This is an optimization exercise on Yosys and OpenROAD, whose aim is small area and a short achievable clock period, not a production implementation.
In this exercise RTL edits were held to simulation tests only and were not proved equivalent to the original.
Power and IR drop assume default switching activity.

==> flow/design.v <==
module tlb_mp #(
  parameter int ENTRIES = 16,
  parameter int NPORTS  = 2,
  parameter int IDX_W   = $clog2(ENTRIES)
) (
  input  logic                  clk,
  input  logic                  rst,
  input  logic [7:0]            asid,
  input  logic [NPORTS-1:0]     lk_req,
  input  logic [NPORTS*32-1:0]  lk_vaddr,
  output logic [NPORTS-1:0]     lk_ack,
  output logic [NPORTS*32-1:0]  lk_paddr,
  output logic [NPORTS-1:0]     lk_miss,
  output logic [NPORTS-1:0]     lk_valid,
  output logic [NPORTS-1:0]     lk_dirty,
  output logic [NPORTS-1:0]     lk_uncached,
  input  logic                  tlb_we,
  input  logic                  tlb_wr_random,
  input  logic [IDX_W-1:0]      tlb_config_index,
  input  logic [85:0]           tlb_config,
  input  logic                  wired_we,
  input  logic [IDX_W-1:0]      wired_i,
  output logic [IDX_W-1:0]      random_o,
  input  logic                  tlb_p,
  output logic                  tlb_p_done,
  output logic [31:0]           tlb_p_res_o,
  input  logic [IDX_W-1:0]      tlb_read_index,
  output logic [85:0]           tlb_read_config_o
);
  localparam logic [IDX_W-1:0] LAST_IDX = IDX_W'(ENTRIES - 1);
  logic [85:0]        tlb [ENTRIES];
  logic [IDX_W-1:0]   random_q;
  logic [IDX_W-1:0]   wired_q;
  logic [IDX_W-1:0]   wr_idx;
  logic [85:0]        wdata;
  logic [ENTRIES-1:0] wen;
  assign random_o = random_q;
  assign wr_idx   = tlb_wr_random ? random_q : tlb_config_index;
  assign wdata    = tlb_config & {86{~rst}};
  genvar ge;
  for (ge = 0; ge < ENTRIES; ge++) begin : g_ent
    assign wen[ge] = rst | (tlb_we & (wr_idx == IDX_W'(ge)));
    always_ff @(posedge clk) begin
      if (wen[ge]) tlb[ge] <= wdata;
    end
  end
  always_ff @(posedge clk) begin
    if (rst) begin
      wired_q  <= '0;
      random_q <= LAST_IDX;
    end else if (wired_we) begin
      wired_q  <= wired_i;
      random_q <= LAST_IDX;
    end else if (random_q == wired_q) begin
      random_q <= LAST_IDX;
    end else begin
      random_q <= random_q - IDX_W'(1);
    end
  end
  always_comb begin
    tlb_read_config_o = '0;
    for (int i = 0; i < ENTRIES; i++)
      tlb_read_config_o |= tlb[i] & {86{tlb_read_index == IDX_W'(i)}};
  end
  logic [ENTRIES-1:0] asid_ok;
  always_comb
    for (int i = 0; i < ENTRIES; i++)
      asid_ok[i] = tlb[i][51] | (tlb[i][85:78] == asid);
  logic [ENTRIES-1:0] unc0, unc1;
  always_comb
    for (int i = 0; i < ENTRIES; i++) begin
      unc0[i] = (tlb[i][30:28] == 3'd2);
      unc1[i] = (tlb[i][5:3] == 3'd2);
    end
  genvar gp;
  for (gp = 0; gp < NPORTS; gp++) begin : g_port
    logic [31:0]        va;
    logic [ENTRIES-1:0] m, oh, below;
    logic               hit;
    logic [22:0]        sel;    
    logic               ack_q, miss_q, valid_q, dirty_q, unc_q;
    logic [31:0]        paddr_q;
    assign va = lk_vaddr[32*gp +: 32];
    always_comb begin
      for (int i = 0; i < ENTRIES; i++)
        m[i] = (tlb[i][70:52] == va[31:13]) & asid_ok[i];
      below[0] = 1'b0;
      for (int i = 1; i < ENTRIES; i++)
        below[i] = below[i-1] | m[i-1];
      oh  = m & ~below;
      hit = |m;
      sel = '0;
      for (int i = 0; i < ENTRIES; i++) begin
        sel |= {tlb[i][50:31], unc0[i], tlb[i][27], tlb[i][26]} & {23{oh[i] & ~va[12]}};
        sel |= {tlb[i][25:6],  unc1[i], tlb[i][2],  tlb[i][1]}  & {23{oh[i] &  va[12]}};
      end
    end
    always_ff @(posedge clk) begin
      if (rst) begin
        ack_q   <= 1'b0;
        paddr_q <= '0;
        miss_q  <= 1'b0;
        valid_q <= 1'b0;
        dirty_q <= 1'b0;
        unc_q   <= 1'b0;
      end else begin
        ack_q <= lk_req[gp];
        if (lk_req[gp]) begin
          paddr_q <= {sel[22:3], va[11:0] & {12{hit}}};
          miss_q  <= ~hit;
          valid_q <= sel[0];
          dirty_q <= sel[1];
          unc_q   <= sel[2];
        end
      end
    end
    assign lk_ack[gp]             = ack_q;
    assign lk_paddr[32*gp +: 32]  = paddr_q;
    assign lk_miss[gp]            = miss_q;
    assign lk_valid[gp]           = valid_q;
    assign lk_dirty[gp]           = dirty_q;
    assign lk_uncached[gp]        = unc_q;
  end
  logic [ENTRIES-1:0] pm;
  logic               p_hit;
  logic [IDX_W-1:0]   p_idx;
  always_comb begin
    for (int i = 0; i < ENTRIES; i++)
      pm[i] = (tlb[i][70:52] == tlb_config[70:52]) & asid_ok[i];
    p_hit = |pm;
    p_idx = '0;
    for (int i = ENTRIES - 1; i >= 0; i--)
      if (pm[i]) p_idx = IDX_W'(i);
  end
  always_ff @(posedge clk) begin
    if (rst) begin
      tlb_p_done <= 1'b0;
      tlb_p_res_o <= '0;
    end else begin
      tlb_p_done <= tlb_p;
      if (tlb_p) begin
        tlb_p_res_o <= p_hit ? {{(32-IDX_W){1'b0}}, p_idx} : 32'h8000_0000;
      end
    end
  end
endmodule
==> flow/run.sh <==
#!/bin/bash
# synth_recipe.tcl (not shown) runs the flow's synth.tcl, then flattens the netlist and writes it again
# the make line also repeats each setting of config.mk as NAME=value (left out here)
make -C /OpenROAD-flow-scripts/flow DESIGN_CONFIG=/design/flow/config.mk WORK_HOME=/design/flow/orfs CLKGATE_MAP_FILE= SYNTH_SCRIPT=/design/flow/synth_recipe.tcl finish
==> flow/config.mk <==
export PLATFORM = sky130hd
export DESIGN_NAME = tlb_mp
export DESIGN_NICKNAME = tlb_mp
export VERILOG_FILES = /design/flow/design.v
export SDC_FILE = /design/flow/constraint.sdc
export NUM_CORES = 4
export LEC_CHECK = 0
export CAP_MARGIN = 20
export CORE_MARGIN = 2
export CORE_UTILIZATION = 30
export SETUP_SLACK_MARGIN = 0.2
export SLEW_MARGIN = 20
==> flow/constraint.sdc <==
create_clock -name core_clock -period 6.0 [get_ports {clk}]
set_input_delay 1.2000 -clock core_clock [delete_from_list [all_inputs] [get_ports {clk}]]
set_output_delay 1.2000 -clock core_clock [all_outputs]
set_load 0.01 [all_outputs]
==> results of run 1 <==
## sequential cells by signal, indices dropped and copies added (netlist names), 2 cells and up
name	cells
g_port.ack_q	2
g_port.dirty_q	2
g_port.miss_q	2
g_port.paddr_q	64
g_port.unc_q	2
g_port.valid_q	2
random_q	4
tlb	1376
tlb_p_res_o	5
wired_q	4
## cell type report
type / instances / area [sq um]
Clock inverter: 96 / 1100
Antenna cell: 14 / 35.0
Tap cell: 3384 / 4230
Sequential cell: 1464 / 43100
Timing Repair Buffer: 895 / 9290
Fill cell: 24600 / 162000
Inverter: 15 / 56.3
Multi-Input combinational cell: 4071 / 32700
Clock buffer: 201 / 4350
## synthesized netlist by cell type, types with 39 or more instances
master / number / area (sq um)
sky130_fd_sc_hd__mux2_2: 140 / 1580
sky130_fd_sc_hd__buf_2: 83 / 415
sky130_fd_sc_hd__clkbuf_1: 326 / 1220
sky130_fd_sc_hd__xor2_1: 859 / 7520
sky130_fd_sc_hd__nand4_1: 143 / 895
sky130_fd_sc_hd__nor2_1: 317 / 1190
sky130_fd_sc_hd__o2111ai_1: 39 / 342
sky130_fd_sc_hd__dfxtp_1: 88 / 1760
sky130_fd_sc_hd__o22ai_1: 70 / 438
sky130_fd_sc_hd__nor2b_1: 122 / 763
sky130_fd_sc_hd__nand2_1: 63 / 236
sky130_fd_sc_hd__buf_1: 45 / 169
sky130_fd_sc_hd__a21oi_1: 45 / 225
sky130_fd_sc_hd__nor4_1: 227 / 1420
sky130_fd_sc_hd__mux2i_1: 484 / 4840
sky130_fd_sc_hd__nor3_1: 74 / 370
sky130_fd_sc_hd__buf_4: 58 / 435
sky130_fd_sc_hd__a22o_1: 346 / 3030
sky130_fd_sc_hd__a221oi_1: 349 / 3060
sky130_fd_sc_hd__o221ai_1: 66 / 578
sky130_fd_sc_hd__xnor2_1: 187 / 1640
sky130_fd_sc_hd__a22oi_1: 114 / 856
sky130_fd_sc_hd__nand3_1: 81 / 405
sky130_fd_sc_hd__edfxtp_1: 1376 / 41300
## worst paths after layout
kind | slack [ns] | end | depth (start not counted)
worst min-delay path | 0.47 | tlb_p_res_o[3] | 2
worst max-delay path | 0.25 | tlb_read_config_o[7] | 8
worst max register to register | 1.20 | g_port[0].paddr_q[30] | 14
worst min register to register | 0.47 | tlb_p_res_o[3] | 2
## power by group through the flow
stage	sequential (W)	combinational, W	clock (W)
after floorplan	0.0126	0.00184	0
after global placement	0.0130	0.00360	0
after detailed placement	0.0130	0.00359	0
after CTS	0.0128	0.00360	0.0105
after global routing	0.0129	0.00379	0.0109
final	0.0129	0.00368	0.0104
## per-stage QoR
step | hold slack, ns | std cells | TNS [ns] | utilization
2_1_floorplan | 0.454 | 6072 | -564.57 | -
3_3_place_gp | 0.454 | 9828 | -0.462 | 0.347
3_5_place_dp | 0.464 | 9829 | -0.415 | 0.347
4_1_cts | 0.471 | 10100 | 0 | 0.369
5_1_grt | 0.506 | 10100 | 0 | 0.369
6_report | 0.470 | 10100 | 0 | 0.369
## kinds of logic after synthesis
family / Yosys count / synth area share
xor gates and xnor gates: 1046 / 0.118
and+or+nand+nor: 1113 / 0.0762
DFF: 1464 / 0.556
adders and majority gates: 1 / 0.000161
muxes: 624 / 0.0828
buffers and inverters: 537 / 0.0311
other: 1 / 0.0000484
AOI/OAI and AO/OA: 1260 / 0.136
## layer usage
| layer | GRT usage | routed length (um) |
|---|---|---|
| met4 | 0.168 | 27100 |
| met5 | 0 | 181 |
| met2 | 0.440 | 172000 |
| met1 | 0.408 | 163000 |
| met3 | 0.0898 | 53000 |
## worst reg2reg max path: cells and delay by family, from the launching register on
kind | cells | cell delay (ns)
AND/OR/NAND/NOR | 6 | 2.05
AO/OA/AOI/OAI | 3 | 0.98
buffers and inverters | 4 | 0.76
flip-flops | 1 | 0.66
XOR/XNOR | 1 | 0.25
## layout by cell type (no fill, tap or decap), types with 88 or more instances in the layout
cell                              count
sky130_fd_sc_hd__mux2i_1            484
sky130_fd_sc_hd__buf_4              411
sky130_fd_sc_hd__mux2_2             140
sky130_fd_sc_hd__nand4_1            143
sky130_fd_sc_hd__xor2_1             859
sky130_fd_sc_hd__a22o_1             346
sky130_fd_sc_hd__nor2_1             307
sky130_fd_sc_hd__nor4_1             219
sky130_fd_sc_hd__dfxtp_1             88
sky130_fd_sc_hd__xnor2_1            187
sky130_fd_sc_hd__clkdlybuf4s50_1    335
sky130_fd_sc_hd__edfxtp_1          1376
sky130_fd_sc_hd__a22oi_1            114
sky130_fd_sc_hd__clkbuf_16          165
sky130_fd_sc_hd__a221oi_1           349
sky130_fd_sc_hd__buf_12             138
==> results.py, run 1 <==
metrics = {
    "logic_synthesis": {
        "netlist-cell-type-count": 73,
        "synth_enable_flop_cells": 1376,
        "mappedNetlistArea_sq_um": 77500,
        "synth_seq_cells": 1464,
        "avgSynthCellArea_sq_um": 12.8,
        "ys_warn_count": 2,
        "postSynth.topFlopCell": "sky130_fd_sc_hd__edfxtp_1",
        "syn_inst": 6046,
        "synth.yosys.seq_area_share": 0.556,
        "ys_async_sr_fraction": 0,
    },
    "grt": {
        "grt_usage": 0.305,
        "grt_remaining_overflow": 0,
        "number_of_antenna_violations_at_the_first_check_in_global_routing": 29,
        "vias_in_the_first_global_route": 61600,
        "grt_pass1_wl_um": 552000,
        "grt_max_degree": 90,
    },
    "critical_path": {
        "startpoint_type": "input pin",
        "cp-end-kind": "output port",
        "r2r-start": "tlb[1][65]",
        "worst_path_most_repeated_cell": "sky130_fd_sc_hd__clkdlybuf4s50_1",
        "timing.critical_path.slowest_stage_cell": "sky130_fd_sc_hd__clkdlybuf4s50_1",
        "path_max_fanout": 23,
        "timing.critical_path.cells": "clkdlybuf4s50_1 > nand2b_1 > nor3_2 > buf_12 > buf_4 > a221oi_1 > nand4_1 > clkdlybuf4s50_1",
        "ws_path_type": "input pin to output port",
        "crit_buf_inv": 4,
        "crit_path_start": "tlb_read_index[0]",
        "critical_path.max_stage_delay_ns": 0.69,
        "path_delay_family": "buffers and inverters",
        "critPathRequiredTime_ns": 4.80,
        "worst_ep_arrival_time_ns": 4.55,
    },
    "drt": {
        "wl_per_cell_um": 41.0,
        "wl_um": 416000,
        "drc_marker_count_from_the_first_detailed_route_iteration": 11600,
        "antenna_violating_nets_post_route": 0,
        "vias": 64600,
        "first_pass_iters": 7,
        "via_per_inst": 6.37,
        "route.detailed.drc": 0,
    },
    "placement": {
        "dpl_cell_area_sq_um": 89300,
        "gp_routability_congestion": 1.05,
        "placement.setup.worst_slack_ns": -0.262,
        "input_output_buffers": 347,
        "hpwlAfterDp_um": 282000,
    },
    "sta": {
        "slew-limit-headroom": 0.163,
        "rsz0062_at_grt": "no",
        "setup_viol": 0,
        "final.setup_skew_ns": 0.0600,
        "worst-slew-pin-transition_ns": 1.25,
        "setup_slack_ns": 0.253,
        "timing_hold_violations_final": 0,
        "slew_viol_final": 0,
        "layout_worst_path_cycle_share": 0.958,
        "timing.fmax_ghz": 0.174,
        "period_minus_ws_final_ns": 5.75,
    },
    "run": {
        "cap_violations": 0,
    },
    "final_layout": {
        "drive_above_1_share": 0.162,
        "final_net_count": 6789,
        "flow.area_growth_from_synthesis_pct": 22.3,
        "final_design_area_no_fill_sq_um": 94800,
    },
    "power_and_ir_drop": {
        "leakage_component_of_the_power_nw": 34.1,
        "power.combinational.fraction": 0.136,
        "pwr-share-seq": 0.477,
        "ir_drop_mv": 0.289,
        "p_int_w": 0.0193,
        "pwr-share-clk": 0.387,
        "post-layout-total-power_w": 0.0270,
        "swShare": 0.287,
        "power_per_cell_area_nw_per_um2": 285,
        "netSwitchingPower_w": 0.00775,
    },
    "floorplanning": {
        "rows": 186,
        "io_pins": 375,
        "die_w_um": 512,
        "die_area_sq_um": 262000,
        "die_span_in_y_um": 512,
        "floorplan.initialDensity": 0.302,
        "core_sq_um": 257000,
    },
    "clocking": {
        "cts.reportedPaths.clkPinSlew_ns": 0.06,
        "longest_clk_path_bufs": 3,
        "cts_tree": "built",
        "htree_num_levels": 4,
        "cell_at_the_root_of_the_clock_tree": "sky130_fd_sc_hd__clkbuf_16",
        "cts_num_sinks": 1464,
        "cts_hold_repair.buffers": 0,
        "tritoncts.num_buffers": 163,
        "cts.repair.resized": 0,
        "postCtsSetupBuffers": 0,
        "clkLatencyLatePin_ns": 0.89,
    },
    "hold_path": {
        "hold_path.class": "flip-flop to flip-flop",
        "min_from": "tlb_p_res_o[3]",
    },
    "run_status": {
        "outcome": "timing/DRC/antenna clean",
    },
}
==> run 2, diff against run 1 <==
--- a/flow/config.mk
+++ b/flow/config.mk
@@ -9,4 +9,4 @@
 export CORE_MARGIN = 2
-export CORE_UTILIZATION = 30
-export SETUP_SLACK_MARGIN = 0.2
+export CORE_UTILIZATION = 45
+export SETUP_SLACK_MARGIN = 1.8
 export SLEW_MARGIN = 20
==> run 2 against run 1 <==
Net effect:
- first-iteration DRC count rose by 9.3%
- non-clock buffer count up 224
- final cell count down 8.3%
- flip-flop and latch count did not move
- sequential power about the same
- hold slack about the same
- total power increased by 2.0%
- via count is 4.5% higher
- clock power hardly changed
- sequential share of layout area fell by 1.7 points
- routed wire length rose by 4.4%
- global-route usage grew 17 points
==> results.py, run 2 <==
metrics = {
    "run_status": {
        "outcome": "timing/DRC/antenna clean",
    },
    "drt": {
        "antenna_violating_nets_post_route": 0,
        "first_pass_iters": 9,
        "route.detailed.drc": 0,
        "via_per_inst": 7.27,
        "vias": 67600,
        "wl_um": 434000,
        "wl_per_cell_um": 46.7,
        "drc_marker_count_from_the_first_detailed_route_iteration": 12700,
    },
    "hold_path": {
        "hold-path-cell-count": 2,
        "holdPathEnd": "tlb_p_res_o[1]",
        "hold_path.class": "flip-flop to flip-flop",
        "min_from": "tlb_p_res_o[1]",
    },
    "clocking": {
        "cts_num_sinks": 1464,
        "cts_tree": "built",
        "cell_at_the_root_of_the_clock_tree": "sky130_fd_sc_hd__clkbuf_16",
        "tritoncts.num_buffers": 163,
        "cts.reportedPaths.clkPinSlew_ns": 0.06,
        "clkLatencyLatePin_ns": 0.87,
        "htree_num_levels": 4,
        "cts_hold_repair.buffers": 0,
        "longest_clk_path_bufs": 3,
    },
    "grt": {
        "vias_in_the_first_global_route": 62300,
        "number_of_antenna_violations_at_the_first_check_in_global_routing": 18,
        "grt_usage": 0.475,
        "grt_remaining_overflow": 0,
        "grt_pass1_wl_um": 562000,
        "grt_max_degree": 95,
    },
    "critical_path": {
        "r2r_slack_ns": 1.83,
        "timing.critical_path.slowest_stage_cell": "sky130_fd_sc_hd__a221oi_1",
        "critical_path.max_stage_delay_ns": 0.49,
        "ws_path_type": "input pin to output port",
        "path_delay_family": "compound AO/OA/AOI/OAI gates",
        "timing.critical_path.cells": "buf_12 > nand2b_4 > nor2_4 > buf_12 > a22o_1 > a221oi_1 > nand4_1 > clkdlybuf4s15_1",
        "r2r.worst_path.cells": 13,
        "worst_path_most_repeated_cell": "sky130_fd_sc_hd__buf_12",
        "startpoint_type": "input pin",
        "r2r-start": "tlb[0][59]",
        "cp-end-kind": "output port",
        "worst_ep_arrival_time_ns": 3.16,
        "crit_buf_inv": 3,
        "critPathRequiredTime_ns": 4.80,
        "path_max_fanout": 40,
        "r2r-end": "g_port[1].paddr_q[28]",
    },
    "sta": {
        "layout_worst_path_cycle_share": 0.727,
        "final.setup_skew_ns": 0.0442,
        "worst-slew-pin-transition_ns": 1.31,
        "timing_hold_violations_final": 0,
        "setup_viol": 0,
        "hold-worst-slack_ns": 0.470,
        "fin_setup_tns_ns": 0,
        "rsz0062_at_grt": "yes",
        "slew_viol_final": 0,
        "slew-limit-headroom": 0.121,
        "period_minus_ws_final_ns": 4.36,
        "timing.fmax_ghz": 0.229,
    },
    "final_layout": {
        "drive_above_1_share": 0.241,
        "flow.area_growth_from_synthesis_pct": 27.2,
        "multi_input_gate_area_in_the_final_layout_sq_um": 34700,
        "largest-register": "tlb",
        "highest_count_cells_in_the_layout_ignoring_fill_and_taps": "sky130_fd_sc_hd__edfxtp_1 (1,376), sky130_fd_sc_hd__xor2_1 (841), sky130_fd_sc_hd__buf_4 (496)",
        "final_net_count": 7014,
        "max_ffs_per_register": 1376,
        "filler_cell_count": 13900,
        "top_regs": "tlb: 1376 flops, g_port.paddr_q: 64 flops, tlb_p_res_o: 5 flops",
        "regArea_sq_um": 43100,
        "final_common_cell": "sky130_fd_sc_hd__edfxtp_1",
    },
    "floorplanning": {
        "rows": 152,
        "die_area_sq_um": 176000,
        "core_sq_um": 171000,
        "die_span_in_y_um": 419,
        "io_pins": 375,
        "floorplan.initialDensity": 0.452,
        "die_w_um": 419,
    },
    "logic_synthesis": {
        "postSynth.topFlopCell": "sky130_fd_sc_hd__edfxtp_1",
        "syn_inst": 6046,
        "netlist-cell-type-count": 73,
        "post-synth-top-area-fraction": 0.533,
        "synth.yosys.seq_area_share": 0.556,
        "synth_enable_flop_cells": 1376,
        "synth_seq_cells": 1464,
        "synth_top_cells_by_area": "sky130_fd_sc_hd__edfxtp_1 (53%), sky130_fd_sc_hd__xor2_1 (9.7%), sky130_fd_sc_hd__mux2i_1 (6.2%)",
        "yosys.area.top_type": "sky130_fd_sc_hd__edfxtp_1",
        "ys_async_sr_fraction": 0,
        "yosysMostFrequentCell": "sky130_fd_sc_hd__edfxtp_1",
        "avgSynthCellArea_sq_um": 12.8,
        "netlist_top_cells_count": "sky130_fd_sc_hd__edfxtp_1 (1,376), sky130_fd_sc_hd__xor2_1 (859), sky130_fd_sc_hd__mux2i_1 (484)",
        "mappedNetlistArea_sq_um": 77500,
        "ys_warn_count": 2,
    },
    "run": {
        "cap_violations": 0,
    },
    "placement": {
        "input_output_buffers": 347,
        "hpwlAfterDp_um": 283000,
        "gp_routability_congestion": 1.12,
    },
    "power_and_ir_drop": {
        "power_per_cell_area_nw_per_um2": 279,
        "leakage_component_of_the_power_nw": 36.7,
        "ir_drop_mv": 0.314,
    },
}
[run 2: cell types whose count changed in the layout (fill, tap and decap cells not counted), sizes merged, moves of 9 or more]
| cell | previous run | this run |
|---|---|---|
| clkdlybuf4s50 | 335 | 205 |
| inv | 30 | 21 |
| buf | 560 | 828 |
| clkbuf | 201 | 232 |
| clkinv | 55 | 70 |
| clkdlybuf4s15 | 0 | 17 |
| dlygate4sd2 | 0 | 11 |
| dlymetal6s2s | 0 | 22 |
[run 2: what timing repair did]
item                                    4_1_cts  5_1_grt
endpoints found under the setup margin      158      146
pin swaps                                    95      113
gates resized for setup                     624      290
setup buffers                               104      107
gates cloned                                 17        9
[run 2: worst max-delay path by stage]
stage / from / endpoint / slack, ns / cells past startpoint
after global routing: tlb_read_index[0] / tlb_read_config_o[27] / 1.64 / 10
final: tlb_read_index[1] / tlb_read_config_o[14] / 1.64 / 8
after CTS: tlb_read_index[0] / tlb_read_config_o[61] / 1.66 / 10
after floorplan: tlb_wr_random / tlb[10][0] / 1.23 / 4
after detailed placement: lk_vaddr[61] / g_port[1].unc_q / 0.15 / 15
after global placement: lk_vaddr[61] / g_port[1].unc_q / 0.15 / 15
[run 2: cells by family (layout without fill, tap and decap cells)]
group                      count (synthesis)  count (layout)  share of synthesized area
DFF                                     1464            1464                      0.556
AOI/OAI and AO/OA                       1260            1260                      0.136
and+or+nand+nor                         1113            1114                     0.0762
xor gates and xnor gates                1046            1046                      0.118
muxes                                    624             624                     0.0828
buffers and inverters                    537            1440                     0.0311
adders and majority gates                  1               1                   0.000161
other                                      1              35                  0.0000484
[run 2: layout make-up]
cell class	count	share of cell area
diodes	8	0.000203
flip-flops and latches	1464	0.437
repair buffers	1119	0.124
multi-input cells	4072	0.352
clock inverters	106	0.0133
clock buffers	200	0.0435
well taps	2310	0.0293
inverters	15	0.000571
[run 2: layer usage]
layer  up-vias  GRT usage  share of wire
li1      25400          -              -
met1     33900      0.629           0.37
met2      6557      0.658           0.40
met3      1667      0.172           0.15
met4        20      0.295          0.080
met5         -    0.00111        0.00050
[run 2: power breakdown]
part           total [W]  switching, W  internal [W]  leakage [nW]
Sequential        0.0129      0.000932        0.0120          14.7
Combinational    0.00399       0.00255       0.00145          19.2
Clock             0.0106       0.00454       0.00610          2.71
Total             0.0275       0.00802        0.0195          36.7
[run 2: per-stage QoR]
stage          cells  instance area (sq um)   util  setup WS [ns]  total power, W
6_report        9294                  98600  0.575           1.64          0.0275
5_1_grt         9288                  98600  0.575           1.64          0.0280
4_1_cts         9170                  96300  0.562           1.66          0.0272
3_5_place_dp    8743                  87800  0.512          0.145          0.0166
3_3_place_gp    8740                  87700  0.512          0.146          0.0166
2_1_floorplan   6072                  77700      -           1.23          0.0145
[run 2: worst register-to-register path, stage by stage, from the launching register on]
cell and delay, ns:
sky130_fd_sc_hd__edfxtp_1 0.65, sky130_fd_sc_hd__xor2_1 0.26, sky130_fd_sc_hd__buf_4 0.19, sky130_fd_sc_hd__nor4_4 0.26, sky130_fd_sc_hd__buf_4 0.20, sky130_fd_sc_hd__nand2_1 0.15, sky130_fd_sc_hd__buf_4 0.20, sky130_fd_sc_hd__or4_4 0.48
sky130_fd_sc_hd__and2_2 0.29, sky130_fd_sc_hd__buf_4 0.24, sky130_fd_sc_hd__a221o_1 0.36, sky130_fd_sc_hd__a221oi_2 0.20, sky130_fd_sc_hd__o221ai_1 0.16, sky130_fd_sc_hd__o41a_1 0.43
==> run 3, diff against run 2 <==
==> flow/flow/run.sh (new file) <==
#!/bin/bash
# Own layout flow: the standard flow (standard synthesis unchanged), with two
# differences in how the layout is made:
#  - sizing may swap cells across footprints (MATCH_CELL_FOOTPRINT=0), so the
#    port buffers can be resized like any other buffer;
#  - ports are buffered with plain buf_2 cells instead of delay buffers.
# The make/tool output goes to standard_flow.log; each ORFS step keeps its own
# log under orfs/logs/.
set -uo pipefail
bash standard.sh MATCH_CELL_FOOTPRINT=0 \
  "BUFFER_PORTS_ARGS=-buffer_cell sky130_fd_sc_hd__buf_2" \
  finish > standard_flow.log 2>&1
==> flow/standard.sh (new file) <==
#!/bin/bash
# synth_recipe.tcl (not shown) runs the flow's synth.tcl, then flattens the netlist and writes it again
# the make line also repeats each setting of config.mk as NAME=value (left out here)
make -C /OpenROAD-flow-scripts/flow DESIGN_CONFIG=/design/flow/config.mk WORK_HOME=/design/flow/orfs CLKGATE_MAP_FILE= SYNTH_SCRIPT=/design/flow/synth_recipe.tcl "${@:-finish}"
--- a/flow/config.mk
+++ b/flow/config.mk
@@ -10,3 +10,3 @@
 export CORE_UTILIZATION = 45
-export SETUP_SLACK_MARGIN = 1.8
+export SETUP_SLACK_MARGIN = 2.0
 export SLEW_MARGIN = 20
removed: flow/run.sh
==> run 3 against run 2 <==
Net effect:
- still clean
- flip-flop and latch count did not move
- combinational power fell by 4%
- critical path depth rose by 3
- routed wire length fell by 1.2%
- largest cell class unchanged
- highest routed layer unchanged
==> results.py, run 3 <==
metrics = {
    "floorplanning": {
        "rows": 152,
        "io_pins": 375,
        "core_sq_um": 171000,
        "die_area_sq_um": 176000,
        "die_w_um": 419,
        "floorplan.initialDensity": 0.452,
        "die_span_in_y_um": 419,
    },
    "drt": {
        "route.detailed.drc": 0,
        "antenna_violating_nets_post_route": 0,
        "first_pass_iters": 10,
        "wl_per_cell_um": 46.8,
        "vias": 68400,
        "drc_marker_count_from_the_first_detailed_route_iteration": 13900,
        "wl_um": 429000,
        "via_per_inst": 7.47,
    },
    "critical_path": {
        "critPathRequiredTime_ns": 4.80,
        "ws_path_type": "input pin to output port",
        "worst_ep_arrival_time_ns": 3.21,
        "timing.critical_path.slowest_stage_cell": "sky130_fd_sc_hd__nand4_1",
        "cp-end-kind": "output port",
        "timing.critical_path.cells": "buf_12 > nand2b_4 > buf_12 > nor2_4 > buf_6 > buf_12 > buf_16 > a22o_1 > a221oi_2 > nand4_1 > buf_2",
        "path_max_fanout": 8,
        "startpoint_type": "input pin",
        "critical_path.max_stage_delay_ns": 0.38,
        "worst_path_most_repeated_cell": "sky130_fd_sc_hd__buf_12",
        "r2r.worst_path.cells": 11,
    },
    "final_layout": {
        "flow.area_growth_from_synthesis_pct": 25.2,
        "final_common_cell": "sky130_fd_sc_hd__edfxtp_1",
        "drive_above_1_share": 0.274,
        "final_design_area_no_fill_sq_um": 97100,
        "highest_count_cells_in_the_layout_ignoring_fill_and_taps": "sky130_fd_sc_hd__edfxtp_1 (1,376), sky130_fd_sc_hd__xor2_1 (856), sky130_fd_sc_hd__mux2i_1 (484)",
        "final_net_count": 6885,
        "largest-register": "tlb",
        "max_ffs_per_register": 1376,
        "top_regs": "tlb: 1376 flops, g_port.paddr_q: 64 flops, tlb_p_res_o: 5 flops",
    },
    "clocking": {
        "cell_at_the_root_of_the_clock_tree": "sky130_fd_sc_hd__clkbuf_16",
        "htree_num_levels": 4,
        "cts_hold_repair.buffers": 0,
        "cts_tree": "built",
        "cts_num_sinks": 1464,
        "tritoncts.num_buffers": 158,
        "clkLatencyLatePin_ns": 0.87,
        "longest_clk_path_bufs": 3,
        "cts.reportedPaths.clkPinSlew_ns": 0.06,
    },
    "power_and_ir_drop": {
        "ir_drop_mv": 0.273,
        "post-layout-total-power_w": 0.0266,
        "leakage_component_of_the_power_nw": 36.2,
        "power_per_cell_area_nw_per_um2": 274,
    },
    "logic_synthesis": {
        "avgSynthCellArea_sq_um": 12.8,
        "post-synth-top-area-fraction": 0.533,
        "synth_enable_flop_cells": 1376,
        "synth.yosys.seq_area_share": 0.556,
        "netlist-cell-type-count": 73,
        "mappedNetlistArea_sq_um": 77500,
        "syn_inst": 6046,
        "yosysMostFrequentCell": "sky130_fd_sc_hd__edfxtp_1",
        "ys_async_sr_fraction": 0,
        "ys_warn_count": 2,
        "yosys.area.top_type": "sky130_fd_sc_hd__edfxtp_1",
        "postSynth.topFlopCell": "sky130_fd_sc_hd__edfxtp_1",
        "synth_seq_cells": 1464,
        "synth_top_cells_by_area": "sky130_fd_sc_hd__edfxtp_1 (53%), sky130_fd_sc_hd__xor2_1 (9.7%), sky130_fd_sc_hd__mux2i_1 (6.2%)",
        "netlist_top_cells_count": "sky130_fd_sc_hd__edfxtp_1 (1,376), sky130_fd_sc_hd__xor2_1 (859), sky130_fd_sc_hd__mux2i_1 (484)",
    },
    "sta": {
        "fin_setup_tns_ns": 0,
        "setup_viol": 0,
        "timing_hold_violations_final": 0,
        "worst-slew-pin-transition_ns": 1.31,
        "slew_viol_final": 0,
        "period_minus_ws_final_ns": 4.41,
        "slew-limit-headroom": 0.123,
        "timing.fmax_ghz": 0.227,
        "final.setup_skew_ns": 0.0485,
        "layout_worst_path_cycle_share": 0.736,
        "rsz0062_at_grt": "yes",
    },
    "run": {
        "cap_violations": 0,
    },
    "grt": {
        "number_of_antenna_violations_at_the_first_check_in_global_routing": 32,
        "grt_max_degree": 129,
        "vias_in_the_first_global_route": 62300,
        "grt_usage": 0.462,
        "grt_pass1_wl_um": 549000,
        "grt_remaining_overflow": 0,
    },
    "hold_path": {
        "hold_path.class": "flip-flop to flip-flop",
        "hold-path-cell-count": 2,
    },
    "placement": {
        "dpl_cell_area_sq_um": 84000,
        "gp_routability_congestion": 1.11,
        "hpwlAfterDp_um": 247000,
        "input_output_buffers": 347,
    },
    "run_status": {
        "outcome": "timing/DRC/antenna clean",
    },
}
==> run 3: cell counts after synthesis <==
No cell type changed its count.
==> run 3: per-layer routing <==
| layer | up-vias | track usage | wire (um) |
|---|---|---|---|
| li1 | 25200 | - | - |
| met1 | 33700 | 0.590 | 150000 |
| met2 | 7502 | 0.621 | 166000 |
| met3 | 2005 | 0.196 | 72100 |
| met4 | 30 | 0.338 | 40100 |
| met5 | - | 0.00472 | 531 |
==> run 3: through the flow <==
stage	util	hold slack [ns]	std cells	setup WS, ns
2_1_floorplan	-	0.454	6072	1.23
3_3_place_gp	0.489	0.457	8525	0.276
3_5_place_dp	0.490	0.465	8527	0.220
4_1_cts	0.549	0.476	9022	1.74
5_1_grt	0.566	0.501	9151	1.65
6_report	0.567	0.472	9167	1.59
==> run 3: what timing repair did <==
action	CTS	global route
pin swaps	133	145
setup endpoints to repair	160	158
resized for setup	483	295
cloned	57	17
hold endpoints to repair	0	0
buffers inserted	151	103
==> run 3: layout make-up <==
cell class | count | area, sq um
clock buffer | 203 | 4230
clock inverter | 84 | 842
inverter | 15 | 56.3
tap | 2310 | 2890
fill | 13700 | 74300
timing repair buffer | 996 | 10600
sequential | 1464 | 43100
antenna | 24 | 60.1
multi-input combinational | 4071 | 35300
==> run 3: kinds of logic (layout without fill, tap and decap cells) <==
kind of cell | Yosys count | after routing | synth area share
other | 1 | 51 | 0.0000484
AND/OR/NAND/NOR | 1113 | 1113 | 0.0762
XOR/XNOR | 1046 | 1046 | 0.118
flip-flops | 1464 | 1464 | 0.556
multiplexers | 624 | 624 | 0.0828
adder cells (fa/ha/maj) | 1 | 1 | 0.000161
AO/OA/AOI/OAI | 1260 | 1260 | 0.136
buffers and inverters | 537 | 1298 | 0.0311
==> run 3: power by group <==
group	internal (W)	switching, W
Clock	0.00542	0.00443
Sequential	0.0120	0.000915
Combinational	0.00135	0.00247
==> run 3: final timing paths <==
path / from / endpoint / slack [ns]
worst max-delay path: tlb_read_index[1] / tlb_read_config_o[46] / 1.59
worst min-delay path: tlb_p_res_o[3] / tlb_p_res_o[3] / 0.47
worst max register to register: tlb[1][60] / g_port[1].paddr_q[27] / 1.88
worst min register to register: tlb_p_res_o[3] / tlb_p_res_o[3] / 0.47
==> run 3: worst max-delay path: cells and delay by family <==
family,cells,cell delay [ns]
buf+inv,6,0.97
simple gates,3,0.59
compound gates,2,0.42

-- static timing again, ports no longer ideal --
In the flow no input, the clock included, has a driving cell. The finished layouts below were timed again as built, in two steps.
Step 1 assumes that a clkbuf_16 drives the clock port and a buf_2 every other input.
Step 2 times the ports against the registers' clock, not the clock port: input delays grow and output delays shrink by t, the midpoint of the rising clock arrivals with the driver on.
Slacks: no drivers / after step 1 / after step 2; pairs: no drivers / after step 1.
run	shift t [ns]	setup slack, ns	worst setup path after step 2	cell pins on the clock port's net
run 1	0.951	0.253 / 0.168 / -0.495	input to register	1
run 2	0.944	1.636 / 1.571 / 0.826	input to register	1
run 3	0.945	1.586 / 1.498 / 0.911	input to register	1
With both steps, setup timing fails in run 1, where it was met with ideal ports. For run 2, which loses most, drivers alone change the setup slack by -0.065 ns; drivers and shift together by -0.810 ns.
